What follows belongs to an exercise in optimizing a design on an open flow for small area, a short achievable clock period and few clock cycles per item; a production flow would make more cautious choices. Where RTL was checked, it was by simulation tests only, not by an equivalence proof against the original. For run 1, only the layout was checked, not whether the RTL still works. No activity file was given, so power comes from the tool's default toggle rates.

==> design.v <==
`timescale 1ns/10ps
`default_nettype none
package lc4_pkg;
   typedef logic [15:0] word_t;
   typedef logic [2:0]  reg_idx_t;
   localparam word_t RESET_PC = 16'h8200;
   function automatic logic writes_rd(input logic [15:0] insn);
      case (insn[15:12])
         4'b0001: writes_rd = (insn[5:3] != 3'b011);
         4'b0101: writes_rd = 1'b1;
         4'b0110: writes_rd = 1'b1;
         4'b1001: writes_rd = 1'b1;
         4'b1101: writes_rd = insn[8];
         default: writes_rd = 1'b0;
      endcase
   endfunction
   function automatic logic is_load(input logic [15:0] insn);
      is_load = (insn[15:12] == 4'b0110);
   endfunction
   function automatic logic is_store(input logic [15:0] insn);
      is_store = (insn[15:12] == 4'b0111);
   endfunction
   function automatic logic is_mul(input logic [15:0] insn);
      is_mul = (insn[15:12] == 4'b0001) && (insn[5:3] == 3'b001);
   endfunction
   function automatic logic [15:0] csa_s(input logic [15:0] a, input logic [15:0] b,
                                         input logic [15:0] c);
      csa_s = a ^ b ^ c;
   endfunction
   function automatic logic [15:0] csa_c(input logic [15:0] a, input logic [15:0] b,
                                         input logic [15:0] c);
      csa_c = ((a & b) | (a & c) | (b & c)) << 1;
   endfunction
endpackage
`default_nettype wire
`timescale 1ns/10ps
`default_nettype none
module lc4_decoder (
   input  wire  [15:0] i_insn,
   output logic [2:0]  o_rt,
   output logic [10:0] o_ctl
);
   logic [3:0] op;
   logic       arith, logic_op, mem, b_inv, b_imm5, b_imm6;
   assign op       = i_insn[15:12];
   assign arith    = (op == 4'b0001);
   assign logic_op = (op == 4'b0101);
   assign mem      = (op[3:1] == 3'b011);
   assign o_rt = (op == 4'b0111 || op == 4'b1101) ? i_insn[11:9] : i_insn[2:0];
   assign b_inv  = arith && i_insn[5:3] == 3'b010;
   assign b_imm5 = (arith || logic_op) && i_insn[5];
   assign b_imm6 = mem;
   assign o_ctl = {!(b_inv || b_imm5 || b_imm6), b_inv, b_imm5, b_imm6,
                   arith || mem,
                   logic_op && (i_insn[5] || i_insn[4:3] == 2'b00),
                   logic_op && i_insn[5:3] == 3'b001,
                   logic_op && i_insn[5:3] == 3'b010,
                   logic_op && i_insn[5:3] == 3'b011,
                   op == 4'b1001,
                   op == 4'b1101};
endmodule
`default_nettype wire
`timescale 1ns/10ps
`default_nettype none
module lc4_regfile (
   input  wire         gwe,
   input  wire         i_clr,
   input  wire  [2:0]  i_rs,
   input  wire  [2:0]  i_rt,
   input  wire  [2:0]  i_rd,
   input  wire  [15:0] i_wdata,
   input  wire         i_rd_we,
   output logic [15:0] o_rs_data,
   output logic [15:0] o_rt_data
);
   logic [15:0] regs [8];
   always_ff @(posedge gwe) begin
      for (int i = 0; i < 8; i++) begin
         if (i_clr || (i_rd_we && i_rd == 3'(i))) begin
            regs[i] <= i_clr ? 16'd0 : i_wdata;
         end
      end
   end
   assign o_rs_data = (i_rd_we && i_rd == i_rs) ? i_wdata : regs[i_rs];
   assign o_rt_data = (i_rd_we && i_rd == i_rt) ? i_wdata : regs[i_rt];
endmodule
`default_nettype wire
`timescale 1ns/10ps
`default_nettype none
module lc4_alu (
   input  wire  [15:0] i_insn,
   input  wire  [15:0] i_a,         
   input  wire  [15:0] i_b,         
   input  wire  [10:0] i_ctl,       
   output logic [15:0] o_result
);
   logic [15:0] imm5, imm6, imm9, bsel, sum;
   logic        b_reg, b_inv, b_imm5, b_imm6;
   logic        r_sum, r_and, r_not, r_or, r_xor, r_imm9, r_hic;
   assign {b_reg, b_inv, b_imm5, b_imm6, r_sum, r_and, r_not, r_or, r_xor, r_imm9, r_hic} = i_ctl;
   assign imm5 = {{11{i_insn[4]}}, i_insn[4:0]};
   assign imm6 = {{10{i_insn[5]}}, i_insn[5:0]};
   assign imm9 = {{7{i_insn[8]}}, i_insn[8:0]};
   assign bsel = ({16{b_reg}} & i_b) | ({16{b_inv}} & ~i_b) |
                 ({16{b_imm5}} & imm5) | ({16{b_imm6}} & imm6);
   assign sum  = i_a + bsel + {15'd0, b_inv};
   assign o_result = ({16{r_sum}}  & sum) |
                     ({16{r_and}}  & (i_a & bsel)) |
                     ({16{r_not}}  & ~i_a) |
                     ({16{r_or}}   & (i_a | i_b)) |
                     ({16{r_xor}}  & (i_a ^ i_b)) |
                     ({16{r_imm9}} & imm9) |
                     ({16{r_hic}}  & {i_insn[7:0], i_b[7:0]});
endmodule
module lc4_mul_csa (
   input  wire  [15:0] i_x,
   input  wire  [15:0] i_y,
   output logic [15:0] o_s,
   output logic [15:0] o_c
);
   logic [16:0] y;
   logic [15:0] pp [9];
   logic [15:0] l1 [6];
   logic [15:0] l2 [4];
   logic [15:0] l3 [3];
   assign y = {i_y, 1'b0};
   always_comb begin
      logic one, two, neg;
      logic [15:0] m;
      pp[8] = '0;
      for (int i = 0; i < 8; i++) begin
         one = y[2*i+1] ^ y[2*i];
         two = (y[2*i+2] && !y[2*i+1] && !y[2*i]) || (!y[2*i+2] && y[2*i+1] && y[2*i]);
         neg = y[2*i+2];
         m   = one ? i_x : two ? {i_x[14:0], 1'b0} : 16'd0;
         pp[i] = (m ^ {16{neg}}) << (2*i);
         pp[8][2*i] = neg;
      end
      for (int k = 0; k < 3; k++) begin
         l1[2*k]   = lc4_pkg::csa_s(pp[3*k], pp[3*k+1], pp[3*k+2]);
         l1[2*k+1] = lc4_pkg::csa_c(pp[3*k], pp[3*k+1], pp[3*k+2]);
      end
      for (int k = 0; k < 2; k++) begin
         l2[2*k]   = lc4_pkg::csa_s(l1[3*k], l1[3*k+1], l1[3*k+2]);
         l2[2*k+1] = lc4_pkg::csa_c(l1[3*k], l1[3*k+1], l1[3*k+2]);
      end
      l3[0] = lc4_pkg::csa_s(l2[0], l2[1], l2[2]);
      l3[1] = lc4_pkg::csa_c(l2[0], l2[1], l2[2]);
      l3[2] = l2[3];
      o_s = lc4_pkg::csa_s(l3[0], l3[1], l3[2]);
      o_c = lc4_pkg::csa_c(l3[0], l3[1], l3[2]);
   end
endmodule
`default_nettype wire
`timescale 1ns/10ps
`default_nettype none
module lc4_hazard (
   input  wire  [15:0] i_reg_data,    
   input  wire         i_sel_res,     
   input  wire         i_sel_ld,      
   input  wire  [15:0] i_m_res,
   input  wire  [15:0] i_dmem_data,
   output logic [15:0] o_data
);
   assign o_data = i_sel_res ? i_m_res : i_sel_ld ? i_dmem_data : i_reg_data;
endmodule
`default_nettype wire
`timescale 1ns/10ps
`default_nettype none
module lc4_pipeline #(
   parameter logic [15:0] RESET_PC = 16'h8200
) (
   input  wire         gwe,
   input  wire         i_rst_n,
   output logic [15:0] o_cur_pc,
   input  wire  [15:0] i_cur_insn,
   output logic [15:0] o_dmem_addr,
   output logic        o_dmem_we,
   output logic [15:0] o_dmem_towrite,
   input  wire  [15:0] i_cur_dmem_data,
   output logic [1:0]  o_trace_stall,
   output logic [15:0] o_trace_pc,
   output logic [15:0] o_trace_insn,
   output logic        o_trace_regfile_we,
   output logic [2:0]  o_trace_wsel,
   output logic [15:0] o_trace_wdata,
   output logic        o_trace_nzp_we,
   output logic [2:0]  o_trace_nzp_bits,
   output logic        o_trace_dmem_we,
   output logic [15:0] o_trace_dmem_addr,
   output logic [15:0] o_trace_dmem_data
);
   logic [15:0] pc_q;                     
   logic        go_q;                     
   logic        clr_q;                    
   logic        xv_q;                     
   logic [15:0] x_insn_q;
   logic [15:0] x_a_q, x_b_q;             
   logic        x_mul_q;                  
   logic        x_wr_q, x_ldi_q, x_sti_q;  
   logic [10:0] x_ctl_q;                  
   logic        dep_q;                    
   logic        brs_res_q, brs_ld_q;      
   logic        brt_res_q, brt_ld_q;      
   logic        mv_q;                     
   logic        m_we_q, m_ld_q, m_st_q, m_mul_q;
   logic [15:0] m_insn_q, m_res_q, m_sd_q;
   logic        cv_q;                     
   logic        c_we_q, c_mem_q, c_st_q;   
   logic        seen_q;                   
   logic [15:0] c_insn_q, c_val_q, c_addr_q;
   logic [15:0] tpc_q;                    
   logic [2:0]  f_rt;
   logic [10:0] f_ctl;
   logic [3:0]  f_op;
   logic [15:0] f_a, f_b, m_wdata;
   logic        x_go, go_d, x_we, x_ld, f_mul, f_st, f_rs_used, f_rt_used, f_rs_hit, f_rt_hit, f_dep;
   lc4_decoder u_predecode (.i_insn(i_cur_insn), .o_rt(f_rt), .o_ctl(f_ctl));
   lc4_regfile u_regfile (
      .gwe(gwe), .i_clr(clr_q),
      .i_rs(i_cur_insn[8:6]), .i_rt(f_rt),
      .i_rd(m_insn_q[11:9]), .i_wdata(m_wdata), .i_rd_we(m_we_q),
      .o_rs_data(f_a), .o_rt_data(f_b)
   );
   assign x_go = go_q;
   assign x_we = xv_q && x_go && x_wr_q;
   assign x_ld = x_ldi_q;
   assign f_op      = i_cur_insn[15:12];
   assign f_mul     = lc4_pkg::is_mul(i_cur_insn);
   assign f_st      = lc4_pkg::is_store(i_cur_insn);
   assign f_rs_used = (f_op == 4'b0001 || f_op == 4'b0101 || f_op[3:1] == 3'b011);
   assign f_rt_used = (f_op == 4'b0111 || f_op == 4'b1101 ||
                       ((f_op == 4'b0001 || f_op == 4'b0101) && !i_cur_insn[5]));
   assign f_rs_hit  = x_we && i_cur_insn[8:6] == x_insn_q[11:9];
   assign f_rt_hit  = x_we && f_rt == x_insn_q[11:9];
   assign f_dep     = (x_mul_q || f_mul) && ((f_rs_used && f_rs_hit) || (f_rt_used && f_rt_hit));
   assign go_d      = !f_dep;
   logic [15:0] pc_inc;
   assign pc_inc   = pc_q + 16'd1;
   assign o_cur_pc = pc_q;
   logic [15:0] a_x, b_x, alu_x, mul_s, mul_c;
   lc4_hazard u_byp_rs (
      .i_reg_data(x_a_q), .i_sel_res(brs_res_q), .i_sel_ld(brs_ld_q),
      .i_m_res(m_res_q), .i_dmem_data(i_cur_dmem_data), .o_data(a_x)
   );
   lc4_hazard u_byp_rt (
      .i_reg_data(x_b_q), .i_sel_res(brt_res_q), .i_sel_ld(brt_ld_q),
      .i_m_res(m_res_q), .i_dmem_data(i_cur_dmem_data), .o_data(b_x)
   );
   lc4_alu u_alu (.i_insn(x_insn_q), .i_a(a_x), .i_b(b_x), .i_ctl(x_ctl_q), .o_result(alu_x));
   lc4_mul_csa u_mul (.i_x(x_a_q), .i_y(x_b_q), .o_s(mul_s), .o_c(mul_c));
   assign m_wdata = m_ld_q ? i_cur_dmem_data : m_mul_q ? m_res_q + m_sd_q : m_res_q;
   assign o_dmem_addr    = m_res_q;
   assign o_dmem_we      = m_st_q;
   assign o_dmem_towrite = m_sd_q;
   always_ff @(posedge gwe or negedge i_rst_n) begin
      if (!i_rst_n) begin
         pc_q      <= RESET_PC;
         go_q      <= 1'b1;
         clr_q     <= 1'b1;
         xv_q      <= 1'b0;
         dep_q     <= 1'b0;
         brs_res_q <= 1'b0;
         brs_ld_q  <= 1'b0;
         brt_res_q <= 1'b0;
         brt_ld_q  <= 1'b0;
         mv_q      <= 1'b0;
         m_we_q    <= 1'b0;
         m_st_q    <= 1'b0;
         cv_q      <= 1'b0;
         seen_q    <= 1'b0;
      end else begin
         pc_q      <= go_d ? pc_inc : pc_q;
         go_q      <= go_d;
         clr_q     <= 1'b0;
         xv_q      <= 1'b1;
         dep_q     <= f_dep;
         brs_res_q <= f_rs_hit && !x_ld;
         brs_ld_q  <= f_rs_hit && x_ld;
         brt_res_q <= f_rt_hit && !x_ld;
         brt_ld_q  <= f_rt_hit && x_ld;
         mv_q      <= xv_q && x_go;
         m_we_q    <= x_we;
         m_st_q    <= xv_q && x_go && x_sti_q;
         cv_q      <= mv_q;
         seen_q    <= seen_q || cv_q;
      end
   end
   always_ff @(posedge gwe) begin
      x_insn_q <= i_cur_insn;
      x_a_q    <= f_a;
      x_b_q    <= f_b;
      x_mul_q  <= f_mul;
      x_wr_q   <= lc4_pkg::writes_rd(i_cur_insn);
      x_ldi_q  <= lc4_pkg::is_load(i_cur_insn);
      x_sti_q  <= f_st;
      x_ctl_q  <= f_ctl;
      m_insn_q <= x_insn_q;
      m_ld_q   <= x_ld;
      m_mul_q  <= x_mul_q;
      m_res_q  <= x_mul_q ? mul_s : alu_x;
      m_sd_q   <= x_mul_q ? mul_c : b_x;
      c_insn_q <= m_insn_q;
      c_we_q   <= lc4_pkg::writes_rd(m_insn_q);
      c_mem_q  <= m_ld_q || lc4_pkg::is_store(m_insn_q);
      c_st_q   <= lc4_pkg::is_store(m_insn_q);
      c_addr_q <= m_res_q;
      c_val_q  <= m_st_q ? m_sd_q : m_wdata;
      tpc_q    <= pc_q - 16'd1 - {15'd0, go_q};
   end
   assign o_trace_stall      = {!cv_q, !cv_q && seen_q};
   assign o_trace_pc         = tpc_q;
   assign o_trace_insn       = c_insn_q;
   assign o_trace_regfile_we = c_we_q;
   assign o_trace_wsel       = c_insn_q[11:9];
   assign o_trace_wdata      = c_val_q;
   assign o_trace_nzp_we     = c_we_q;
   assign o_trace_nzp_bits   = c_val_q[15] ? 3'b100 : (c_val_q == 16'd0) ? 3'b010 : 3'b001;
   assign o_trace_dmem_we    = c_st_q;
   assign o_trace_dmem_addr  = c_mem_q ? c_addr_q : 16'd0;
   assign o_trace_dmem_data  = c_mem_q ? c_val_q : 16'd0;
endmodule
`default_nettype wire
==> flow/run.sh <==
#!/bin/bash
# Standard layout, with each port buffered by the smallest buffer cell, and with adders and
# compressors left to abc as plain gates rather than full/half adder cells
set -euo pipefail
export BUFFER_PORTS_ARGS="-buffer_cell sky130_fd_sc_hd__buf_1"
export ADDER_MAP_FILE=
bash standard.sh > standard.log 2>&1
==> standard.sh <==
#!/bin/bash
# synth_recipe.tcl (not shown) runs the flow's synth.tcl, then flattens the netlist and writes it again
# the make line also repeats each setting of config.mk as NAME=value (left out here)
make -C /OpenROAD-flow-scripts/flow DESIGN_CONFIG=/design/flow/config.mk WORK_HOME=/design/flow/orfs CLKGATE_MAP_FILE= SYNTH_SCRIPT=/design/flow/synth_recipe.tcl "${@:-finish}"
==> config.mk <==
export PLATFORM = sky130hd
export DESIGN_NAME = lc4_pipeline
export DESIGN_NICKNAME = lc4_pipeline
export VERILOG_FILES = /design/flow/design.v
export SDC_FILE = /design/flow/constraint.sdc
export NUM_CORES = 4
export LEC_CHECK = 0
export ABC_AREA = 1
export CAP_MARGIN = 20
export CORE_MARGIN = 2
export CORE_UTILIZATION = 58
export CTS_CLUSTER_DIAMETER = 100
export CTS_CLUSTER_SIZE = 22
export SETUP_SLACK_MARGIN = 3.5
export SLEW_MARGIN = 20
==> constraint.sdc <==
create_clock -name core_clock -period 7.0 [get_ports {gwe}]
set_input_delay 1.4000 -clock core_clock [delete_from_list [all_inputs] [get_ports {gwe}]]
set_output_delay 1.4000 -clock core_clock [all_outputs]
set_load 0.01 [all_outputs]
==> notes.md, run 1 <==
core box area 0.03370 mm^2; setup TNS 0 ns; RSZ-0062 raised after global routing yes; most common cell after layout, fill and taps aside nand2_1; worst setup slack after layout 3.626 ns; CTS tree done; cell area after layout 0.02177 mm^2; CP Capture Type register; worst setup path class register to register; register bit total from synthesis 336; Worst Hold Class register to register; Mean Syn Cell Area 6.970 um^2; pre-CTS setup slack 2.608 ns; CP Data Arrival Time 3.83 ns; cts bufs inserted 21; Power Density 330.6 mW/mm^2; sequential-to-total area share from yosys stat 0.4093; Post-DP HPWL 51,390 um; CP Data Required Time 7.46 ns; Sink Count 336; Synthesized Nets 2,892; status complete, no violations; FF-to-FF path depth 17; Ys Warns 8; Port-buffer cells 173; cell area after synthesis 0.01992 mm^2; grt total ovfl 0; Cell Area, Placed 0.02089 mm^2; Total GRT Usage 0.3788; DRC viols 0; nature of the critical path startpoint register; fillers 3,028; FP Rows 67; Slew @ Worst Pin 1.104 ns; max-cap viol count 0; final hold viol count 0; Die X-Extent 189.3 um; total power 7.198 mW; relative slew slack 0.2559; Max Clock Freq 296.4 MHz; crit share post-route 0.4821; number of global-route vias before repair 18,570; CTS clock-pin slew for the worst setup and hold paths 0.09 ns; Initial DRT Pass Iterations 7; Wirelength per Cell 20.10 um; ANT cells 0; vias per inst 5.942; Hold Crit Depth 0; antenna violations before repair 0; CTS Buffer Depth 3; global-route wire length before repair 105,000 um; vias 20,540; Mapped Cells 2,858; H-Tree Depth 1; initial DRC count 2,241; Area Overhead vs Synth 9.297%; die area 0.03584 mm^2; crit-path max FO 11; static leakage 10.23 nW; Final ANT Viol Nets 0; Peak supply drop 0.3452 mV; most frequent cells in the layout 925 x nand2_1, 348 x inv_1, 247 x nand3_1; IO Pins 174; skew final 0.02842 ns; worst hold slack 0.3066 ns; synth unique cells 61; setup violators final 0; Worst-Skew Late Latency 0.57 ns; nets 3,027; crit path time final 3.374 ns; share of cells above drive strength 1 0.05086; Post-synth EDFFs 128; Final Slew Violations 0; Initial Utilization 0.5911; GP Congestion 0.9822; FFs w/ async S/R, synth 0.08333; largest net degree at the start of global routing 34; main flop type after synthesis dfxtp_1; Die Span Y 189.3 um; CTS root buf clkbuf_16; Routed WL 69,470 um
-- power by group --
part | internal, mW | total [mW] | switching [mW]
Clock | 0.584 | 1.29 | 0.707
Combinational | 1.06 | 3.26 | 2.20
Sequential | 2.31 | 2.65 | 0.338
-- final timing paths --
kind | to | start | slack, ns
max | m_res_q[15] | x_a_q[0] | 3.63
min | c_insn_q[6] | m_insn_q[6] | 0.31
max reg2reg | m_res_q[15] | x_a_q[0] | 3.63
min reg2reg | c_insn_q[6] | m_insn_q[6] | 0.31
max in group asynchronous | brs_res_q | i_rst_n | 5.61
min in group asynchronous | brt_res_q | i_rst_n | 0.88
-- cells by family (layout without fill, tap and decap cells) --
family,after synthesis,after routing,share of synthesized area
AO/OA/AOI/OAI,513,514,0.1577
XOR/XNOR,82,82,0.03605
buffers and inverters,471,620,0.09347
flip-flops,336,336,0.4093
other,2,2,0.0003770
AND/OR/NAND/NOR,1454,1454,0.3031
-- cell type report --
| cell class | count | area (um^2) | area share |
|---|---|---|---|
| timing repair buffer | 216 | 985.9 | 0.04529 |
| tap | 448 | 560.5 | 0.02575 |
| multi-input combinational | 2052 | 10020 | 0.4604 |
| inverter | 366 | 1396 | 0.06414 |
| clock inverter | 7 | 76.32 | 0.003506 |
| clock buffer | 31 | 563.0 | 0.02586 |
| sequential | 336 | 8165 | 0.3751 |
-- critical path, cell delays in order, from the launching register on --
cell and delay [ns]:
dfxtp_1 0.78, clkinv_1 0.57, nand2_1 0.25, o211ai_1 0.10, o21ai_0 0.16, nor2_1 0.09
o21ai_1 0.22, nand2_1 0.13, nand2_1 0.16, nand2_1 0.07, nand2_1 0.22, nand2_1 0.12
nand2_1 0.07, nand2_1 0.04, nand3_1 0.09, nand2_1 0.08, nand2_1 0.06, nand2_1 0.05
-- cells in the mapped netlist, drive strengths merged, types with 18 or more instances --
master | instances | area share
nand2 | 931 | 0.18
a21oi | 100 | 0.025
a22oi | 29 | 0.011
dfrtp | 24 | 0.030
nand3 | 255 | 0.065
inv | 363 | 0.068
buf | 47 | 0.014
o21ai | 226 | 0.058
nor2 | 187 | 0.037
nand4 | 18 | 0.0057
o22ai | 33 | 0.013
a221oi | 40 | 0.018
clkbuf | 58 | 0.011
xor2 | 72 | 0.032
dfxtp | 180 | 0.18
edfxtp | 128 | 0.19
o211ai | 38 | 0.014
-- through the flow --
stage | utilization | std cells
2_1_floorplan | - | 2858
3_3_place_gp | 0.6198 | 3406
3_5_place_dp | 0.6198 | 3406
4_1_cts | 0.6390 | 3444
5_1_grt | 0.6460 | 3456
6_report | 0.6460 | 3456
-- registers in the layout (all words and copies together) (netlist names), 11 cells and up --
register,count
u_regfile.regs,128
c_addr_q,16
c_insn_q,16
c_val_q,16
m_insn_q,16
m_res_q,16
m_sd_q,16
pc_q,16
tpc_q,16
x_a_q,16
x_b_q,16
x_insn_q,16
x_ctl_q,11
-- metal layers --
layer | part of all wire | routed length (um) | vias up | global-route usage
met1 | 0.40 | 27850 | 9358 | 0.5155
li1 | - | - | 9678 | -
met4 | 0.050 | 3473 | 0 | 0.1726
met2 | 0.43 | 30170 | 1298 | 0.5883
met5 | 0 | 0 | - | 0
met3 | 0.11 | 7982 | 201 | 0.07044
-- what timing repair did --
action / CTS / global route
hold buffers: 0 / 0
setup buffers: 0 / 11
resized for setup: 4 / 40
pin swaps: 0 / 1
cloned: 0 / 1
endpoints found under the setup margin: 31 / 88
==> run 2, diff against run 1 <==
--- a/design.v
+++ b/design.v
@@ -234,7 +234,7 @@
    assign f_rs_hit  = x_we && i_cur_insn[8:6] == x_insn_q[11:9];
    assign f_rt_hit  = x_we && f_rt == x_insn_q[11:9];
    assign f_dep     = (x_mul_q || f_mul) && ((f_rs_used && f_rs_hit) || (f_rt_used && f_rt_hit));
-   assign go_d      = !f_dep;
+   assign go_d      = !f_dep && !clr_q;
    logic [15:0] pc_inc;
    assign pc_inc   = pc_q + 16'd1;
    assign o_cur_pc = pc_q;
--- a/config.mk
+++ b/config.mk
@@ -8,8 +8,8 @@
 export ABC_AREA = 1
 export CAP_MARGIN = 20
 export CORE_MARGIN = 2
-export CORE_UTILIZATION = 58
+export CORE_UTILIZATION = 50
 export CTS_CLUSTER_DIAMETER = 100
 export CTS_CLUSTER_SIZE = 22
-export SETUP_SLACK_MARGIN = 3.5
+export SETUP_SLACK_MARGIN = 3.95
 export SLEW_MARGIN = 20
==> notes.md, run 2 <==
H-Tree Depth 1 (unchanged); share of cells above drive strength 1 0.1436 (was 0.05086); Sink Count 336 (unchanged); Final Non-Filler Cells 3,589 (was 3,456); CTS root buf clkbuf_16 (unchanged); Post-synth EDFFs 128 (unchanged); vias 20,550 (was 20,540); crit-path max FO 3 (was 11); core box area 0.03964 mm^2 (was 0.03370 mm^2); CTS Buffer Depth 3 (unchanged); CTS tree done (unchanged); Mapped Cells 2,835 (was 2,858); max FFs per register 128 (unchanged); worst hold slack 0.3290 ns (was 0.3066 ns); Die Span Y 204.3 um (was 189.3 um); Synth top area share 0.1915 (was 0.1930); FFs w/ async S/R, synth 0.08333 (unchanged); GP Congestion 0.9743 (was 0.9822); CP Data Arrival Time 1.66 ns (was 3.83 ns); Final Slew Violations 0 (unchanged); Ys Warns 8 (unchanged); number of global-route vias before repair 18,550 (was 18,570); FP Rows 73 (was 67); Initial DRT Pass Iterations 6 (was 7); Final ANT Viol Nets 0 (unchanged); CTS clock-pin slew for the worst setup and hold paths 0.10 ns (was 0.09 ns); number of hold-repair buffers added at the cts stage 0 (unchanged); Wirelength per Cell 20.30 um (was 20.10 um); Seq. cell area 0.008212 mm^2 (was 0.008165 mm^2); max-cap viol count 0 (unchanged); static leakage 10.82 nW (was 10.23 nW); Area Overhead vs Synth 16.61% (was 9.297%); cell accounting for the most synthesized area edfxtp_1 (unchanged); area of the multi-input gates 0.01079 mm^2 (was 0.01002 mm^2); Port-buffer cells 173 (unchanged); Max Clock Freq 327.2 MHz (was 296.4 MHz); most common cell after layout, fill and taps aside nand2_1 (unchanged); register bit total from synthesis 336 (unchanged); r2r setup slk 4.02 ns (was 3.63 ns); Routed WL 72,860 um (was 69,470 um); DRC viols 0 (unchanged); Power Density 308.1 mW/mm^2 (was 330.6 mW/mm^2); largest net degree at the start of global routing 34 (unchanged); cell area after synthesis 0.02007 mm^2 (was 0.01992 mm^2); fillers 3,751 (was 3,028); ANT cells 0 (unchanged); antenna violations before repair 0 (unchanged); Total GRT Usage 0.3374 (was 0.3788); Mean Syn Cell Area 7.079 um^2 (was 6.970 um^2); global-route wire length before repair 107,400 um (was 105,000 um); Synthesized Nets 2,869 (was 2,892); Initial Utilization 0.5063 (was 0.5911); Peak supply drop 0.2218 mV (was 0.3452 mV); Die X-Extent 204.3 um (was 189.3 um); CP Capture Type primary output (was register); sequential-to-total area share from yosys stat 0.4062 (was 0.4093); Slew @ Worst Pin 0.8943 ns (was 1.104 ns); relative slew slack 0.3975 (was 0.2559); nets 3,085 (was 3,027); final hold viol count 0 (unchanged); CP Data Required Time 5.60 ns (was 7.46 ns); nature of the critical path startpoint register (unchanged); main flop type after synthesis dfxtp_1 (unchanged); vias per inst 5.725 (was 5.942); crit path time final 3.056 ns (was 3.374 ns); cts bufs inserted 20 (was 21); initial DRC count 1,894 (was 2,241); most frequent cells after synthesis 908 x nand2_1, 345 x inv_1, 248 x nand3_1 (was 926 x nand2_1, 355 x inv_1, 251 x nand3_1); crit share post-route 0.4365 (was 0.4821); grt total ovfl 0 (unchanged); most frequent cells in the layout 869 x nand2_1, 322 x inv_1, 230 x nand3_1 (was 925 x nand2_1, 348 x inv_1, 247 x nand3_1); setup TNS 0 ns (unchanged); Worst-Skew Late Latency 0.58 ns (was 0.57 ns); synth unique cells 69 (was 61); total power 7.209 mW (was 7.198 mW); status complete, no violations (unchanged); RSZ-0062 raised after global routing yes (unchanged); count leader, synth nand2_1 (unchanged); Worst Hold Class register to register (unchanged); setup violators final 0 (unchanged); die area 0.04176 mm^2 (was 0.03584 mm^2); Post-DP HPWL 53,710 um (was 51,390 um); worst setup path class register to primary output (was register to register); Biggest register u_regfile.regs (unchanged); Cells after DPL 3,470 (was 3,406); Area contributors post-synth edfxtp_1 19%, dfxtp_1 18%, nand2_1 17% (unchanged); skew final 0.04943 ns (was 0.02842 ns); IO Pins 174 (unchanged)
==> run 2: area by class of cell <==
cell class / instances / area share
Multi-Input combinational cell: 2034 / 0.4610
Sequential cell: 336 / 0.3509
Timing Repair Buffer: 290 / 0.07073
Inverter: 367 / 0.06197
Tap cell: 525 / 0.02807
Clock buffer: 31 / 0.02358
Clock inverter: 4 / 0.003101
Timing Repair inverter: 2 / 0.0006416
==> run 2: per-stage QoR <==
stage                     instance area, um^2  utilization  worst slack (ns)
after floorplan                         20090            -             3.913
after global placement                  21130       0.5331             2.599
after detailed placement                21140       0.5334             2.835
after CTS                               22180       0.5594             3.842
after global routing                    23400       0.5904             3.822
final                                   23400       0.5904             3.944
==> run 2: per-layer routing <==
layer,global-route usage,up-vias,wire length [um]
met1,0.4642,9572,30110
li1,-,9819,-
met3,0.05341,172,7022
met4,0.1335,0,3179
met2,0.5317,985,32550
met5,0,-,0
==> run 2: repair_timing <==
action,CTS,global route
hold endpoints to repair,0,0
setup endpoints to repair,134,134
pin swaps,8,45
buffers inserted,18,63
gates resized for setup,92,214
cloned,2,1
==> run 2: path summary, 6_finish.rpt <==
| check | cells past startpoint | end | startpoint |
|---|---|---|---|
| setup / recovery | 5 | o_trace_nzp_bits[0] | c_val_q[13] |
| setup reg to reg | 14 | u_regfile.regs[6][11] | m_sd_q[5] |
| max in group asynchronous | 1 | brt_ld_q | i_rst_n |
| min in group asynchronous | 1 | pc_q[7] | i_rst_n |
| hold reg to reg | 0 | c_insn_q[1] | m_insn_q[1] |
| hold / removal | 0 | c_insn_q[1] | m_insn_q[1] |
==> run 2: worst max-delay path, stage by stage (launching register included) <==
cell and delay, ns:
dfxtp_2 0.39, nor4_4 0.26, nand2_1 0.12, nor2_4 0.12, nor2_1 0.05, buf_2 0.14
==> run 2: cell families (layout without fill, tap and decap cells) <==
group / Yosys count / in the layout / synth area share
simple gates: 1466 / 1466 / 0.3100
buf+inv: 465 / 694 / 0.09439
mux: 1 / 1 / 0.0004988
flops: 336 / 336 / 0.4062
other cells: 2 / 2 / 0.0003742
xor+xnor: 75 / 75 / 0.03310
compound gates: 490 / 490 / 0.1554
==> run 2: where the power goes <==
| group | leakage, nW | total [mW] | internal [mW] | switching (mW) |
|---|---|---|---|---|
| Sequential | 3.17 | 2.63 | 2.30 | 0.333 |
| Combinational | 7.35 | 3.32 | 1.12 | 2.20 |
| Clock | 0.298 | 1.26 | 0.567 | 0.695 |
| Total | 10.8 | 7.21 | 3.99 | 3.22 |
Testbench counts of run 2, summed over its fixed seeds: cycles 16,474, items 16,000.
==> run 3, diff against run 2 <==
--- a/config.mk
+++ b/config.mk
@@ -11,5 +11,5 @@
 export CORE_UTILIZATION = 50
 export CTS_CLUSTER_DIAMETER = 100
 export CTS_CLUSTER_SIZE = 22
-export SETUP_SLACK_MARGIN = 3.95
+export SETUP_SLACK_MARGIN = 3.8
 export SLEW_MARGIN = 20
==> notes.md, run 3 <==
Mapped Cells 2,835 (unchanged); CTS tree done (unchanged); Slew @ Worst Pin 1.050 ns (was 0.8943 ns); vias per inst 5.720 (was 5.725); most common cell after layout, fill and taps aside nand2_1 (unchanged); Peak supply drop 0.2249 mV (was 0.2218 mV); Area contributors post-synth edfxtp_1 19%, dfxtp_1 18%, nand2_1 17% (unchanged); adder-cell area share of the yosys netlist 0 (unchanged); H-Tree Depth 1 (unchanged); setup violators final 0 (unchanged); Port-buffer cells 173 (unchanged); vias 20,220 (was 20,550); Post-synth EDFFs 128 (unchanged); Die X-Extent 204.3 um (unchanged); DRC viols 0 (unchanged); initial DRC count 1,948 (was 1,894); count leader, synth nand2_1 (unchanged); CTS clock-pin slew for the worst setup and hold paths 0.09 ns (was 0.10 ns); CP Data Required Time 7.44 ns (was 5.60 ns); Mean Syn Cell Area 7.079 um^2 (unchanged); worst hold slack 0.3320 ns (was 0.3290 ns); Sink Count 336 (unchanged); RSZ-0062 raised after global routing yes (unchanged); final hold viol count 0 (unchanged); max FFs per register 128 (unchanged); cell area after synthesis 0.02007 mm^2 (unchanged); sequential power share 0.370 (was 0.365); Int Pwr 3.923 mW (was 3.987 mW); Biggest register u_regfile.regs (unchanged); worst setup path class input port to register (was register to primary output); Final Slew Violations 0 (unchanged); CTS Buffer Depth 3 (unchanged); Synthesized Nets 2,869 (unchanged); CP Data Arrival Time 3.60 ns (was 1.66 ns); Wirelength per Cell 20.32 um (was 20.30 um); register bit total from synthesis 336 (unchanged); Ys Warns 8 (unchanged); crit path time final 3.154 ns (was 3.056 ns); sequential-to-total area share from yosys stat 0.4062 (unchanged); antenna violations before repair 0 (unchanged); number of global-route vias before repair 18,540 (was 18,550); die area 0.04176 mm^2 (unchanged); share of cells above drive strength 1 0.09369 (was 0.1436); Worst-Skew Late Latency 0.56 ns (was 0.58 ns); IO Pins 174 (unchanged); Post-DP HPWL 53,560 um (was 53,710 um); Power Density 315.8 mW/mm^2 (was 308.1 mW/mm^2); Synth Area in Compound Gates 0.1554 (unchanged); Initial Utilization 0.5063 (unchanged); mux cell area share after synthesis 0.0004988 (unchanged); static leakage 10.39 nW (was 10.82 nW); Max Clock Freq 317.0 MHz (was 327.2 MHz); Routed WL 71,840 um (was 72,860 um); GP Congestion 0.9673 (was 0.9743); CTS root buf clkbuf_16 (unchanged); fillers 3,931 (was 3,751); Clk pwr share 0.184 (was 0.175); nature of the critical path startpoint input port (was register); Die Span Y 204.3 um (unchanged); largest family of logic cells by synthesized area simple AND/OR/NAND/NOR gates (unchanged); crit-path max FO 6 (was 3); CP Capture Type register (was primary output); Final ANT Viol Nets 0 (unchanged); Total GRT Usage 0.3382 (was 0.3374); FFs w/ async S/R, synth 0.08333 (unchanged); skew final 0.03175 ns (was 0.04943 ns); max-cap viol count 0 (unchanged); post-synthesis xor/xnor area fraction 0.03310 (unchanged); FP Rows 73 (unchanged); ANT cells 0 (unchanged); crit share post-route 0.4506 (was 0.4365); Area Overhead vs Synth 11.48% (was 16.61%); Gate power share 0.446 (was 0.460); status complete, no violations (unchanged); cell accounting for the most synthesized area edfxtp_1 (unchanged); Synth Area in Simple Gates 0.3100 (unchanged); P_sw 3.142 mW (was 3.223 mW); Synth top area share 0.1915 (unchanged); setup TNS 0 ns (unchanged); cts bufs inserted 21 (was 20); switch share 0.4447 (was 0.4470); main flop type after synthesis dfxtp_1 (unchanged); core box area 0.03964 mm^2 (unchanged); number of hold-repair buffers added at the cts stage 0 (unchanged); Initial DRT Pass Iterations 5 (was 6); Worst Hold Class register to register (unchanged); grt total ovfl 0 (unchanged); relative slew slack 0.2923 (was 0.3975); most frequent cells in the layout 895 x nand2_1, 337 x inv_1, 243 x nand3_1 (was 869 x nand2_1, 322 x inv_1, 230 x nand3_1); synth unique cells 69 (unchanged); most frequent cells after synthesis 908 x nand2_1, 345 x inv_1, 248 x nand3_1 (unchanged); largest net degree at the start of global routing 34 (unchanged); global-route wire length before repair 107,400 um (about the same); nets 3,029 (was 3,085)
## run 3: cell counts after synthesis
No cell type changed its count.
## run 3: logic make-up after synthesis
logic type / count (synthesis)
AOI/OAI and AO/OA: 490
xor gates and xnor gates: 75
buffers and inverters: 465
DFF: 336
muxes: 1
other: 2
and+or+nand+nor: 1466
## run 3: critical path: stages
cell	delay, ns
buf_1	0.22
nand2_1	0.09
nand3_1	0.10
o21ai_2	0.10
o21ai_0	0.25
nor2_1	0.10
o21ai_2	0.26
nand2_1	0.16
nand2_1	0.13
nand2_1	0.10
nand2_2	0.12
nand2_1	0.09
nand2_1	0.07
nand2_1	0.04
nand3_1	0.08
nand2_1	0.14
nand2_1	0.09
inv_1	0.04
## run 3: worst paths after layout
check                              startpoint               endpoint  slack (ns)  cells past startpoint
setup / recovery           i_cur_dmem_data[0]            m_res_q[14]        3.85                     18
hold / removal                    m_insn_q[7]            c_insn_q[7]        0.33                      0
setup reg to reg                   m_res_q[0]  u_regfile.regs[6][12]        3.95                     15
hold reg to reg                   m_insn_q[7]            c_insn_q[7]        0.33                      0
max in group asynchronous             i_rst_n              brs_res_q        5.56                      1
min in group asynchronous             i_rst_n                 m_we_q        0.89                      1
## run 3: per-stage QoR
step	cell area [um^2]	utilization	setup WS (ns)	instances	power [mW]
after floorplan	20070	-	3.835	2835	4.844
after global placement	21140	0.5333	2.632	3472	5.604
after detailed placement	21150	0.5334	2.887	3472	5.677
after CTS	22030	0.5558	3.768	3519	6.989
after global routing	22370	0.5644	3.657	3535	7.612
final	22370	0.5644	3.846	3535	7.065
## run 3: cell type report
| class | instances | area (um^2) | area share |
|---|---|---|---|
| timing repair inverter | 3 | 22.52 | 0.001007 |
| multi-input combinational | 2034 | 10300 | 0.4604 |
| inverter | 367 | 1426 | 0.06375 |
| sequential | 336 | 8183 | 0.3658 |
| clock inverter | 6 | 73.82 | 0.003300 |
| timing repair buffer | 232 | 1132 | 0.05061 |
| clock buffer | 32 | 576.8 | 0.02578 |
| tap | 525 | 656.9 | 0.02936 |
## run 3: per-layer routing
layer | GRT usage | up-vias | part of all wire
met3 | 0.05708 | 129 | 0.092
met1 | 0.4576 | 9483 | 0.42
met5 | 0 | - | 0
met4 | 0.1126 | 0 | 0.032
met2 | 0.5492 | 906 | 0.46
li1 | - | 9703 | -
## run 3: power groups by stage
stage          Combinational, mW  Clock [mW]  Sequential, mW
2_1_floorplan               2.32           0            2.53
4_1_cts                     3.07        1.32            2.60
3_3_place_gp                2.97           0            2.64
5_1_grt                     3.58        1.39            2.64
3_5_place_dp                3.04           0            2.64
6_report                    3.15        1.30            2.62
## run 3: what timing repair did
action	in CTS	in global routing
pin swaps	3	7
endpoints found under the hold margin	0	0
endpoints found under the setup margin	104	111
gates resized for setup	51	85
gates cloned	3	0
buffers inserted	6	16

-- separate check: timing with driven ports --
Ports are ideal in the flow. The routed layouts listed here were re-timed in OpenROAD. Step 1 (the two cells are an assumption about what drives the block):
set clk [get_ports {gwe}]
set_driving_cell -lib_cell sky130_fd_sc_hd__clkbuf_16 $clk
set_driving_cell -lib_cell sky130_fd_sc_hd__buf_2 [delete_from_list [all_inputs] $clk]
Step 2 adds t to the input delays and takes it off the output delays; t is the mean of the earliest and latest rising clock arrival at the registers after step 1. Input paths then give back, and output paths get back, about the clock's delay inside the block. Slacks: no drivers / after step 1 / after step 2; pairs: no drivers / after step 1.
run | t (ns) | slack for setup (ns) | hold slack, ns | clock arrival spread, ns
run 1 | 0.611 | 3.626 / 3.626 / 3.075 | 0.307 / 0.307 / 0.307 | 0.028 / 0.029
run 2 | 0.615 | 3.944 / 3.888 / 3.381 | 0.329 / 0.329 / 0.329 | 0.049 / 0.050
run 3 | 0.603 | 3.846 / 3.829 / 3.275 | 0.332 / 0.332 / 0.332 | 0.034 / 0.034
After both steps setup and hold are still met in every run listed. The setup slack of run 3, which loses most, moves by -0.017 ns with the drivers and by -0.571 ns with both steps.
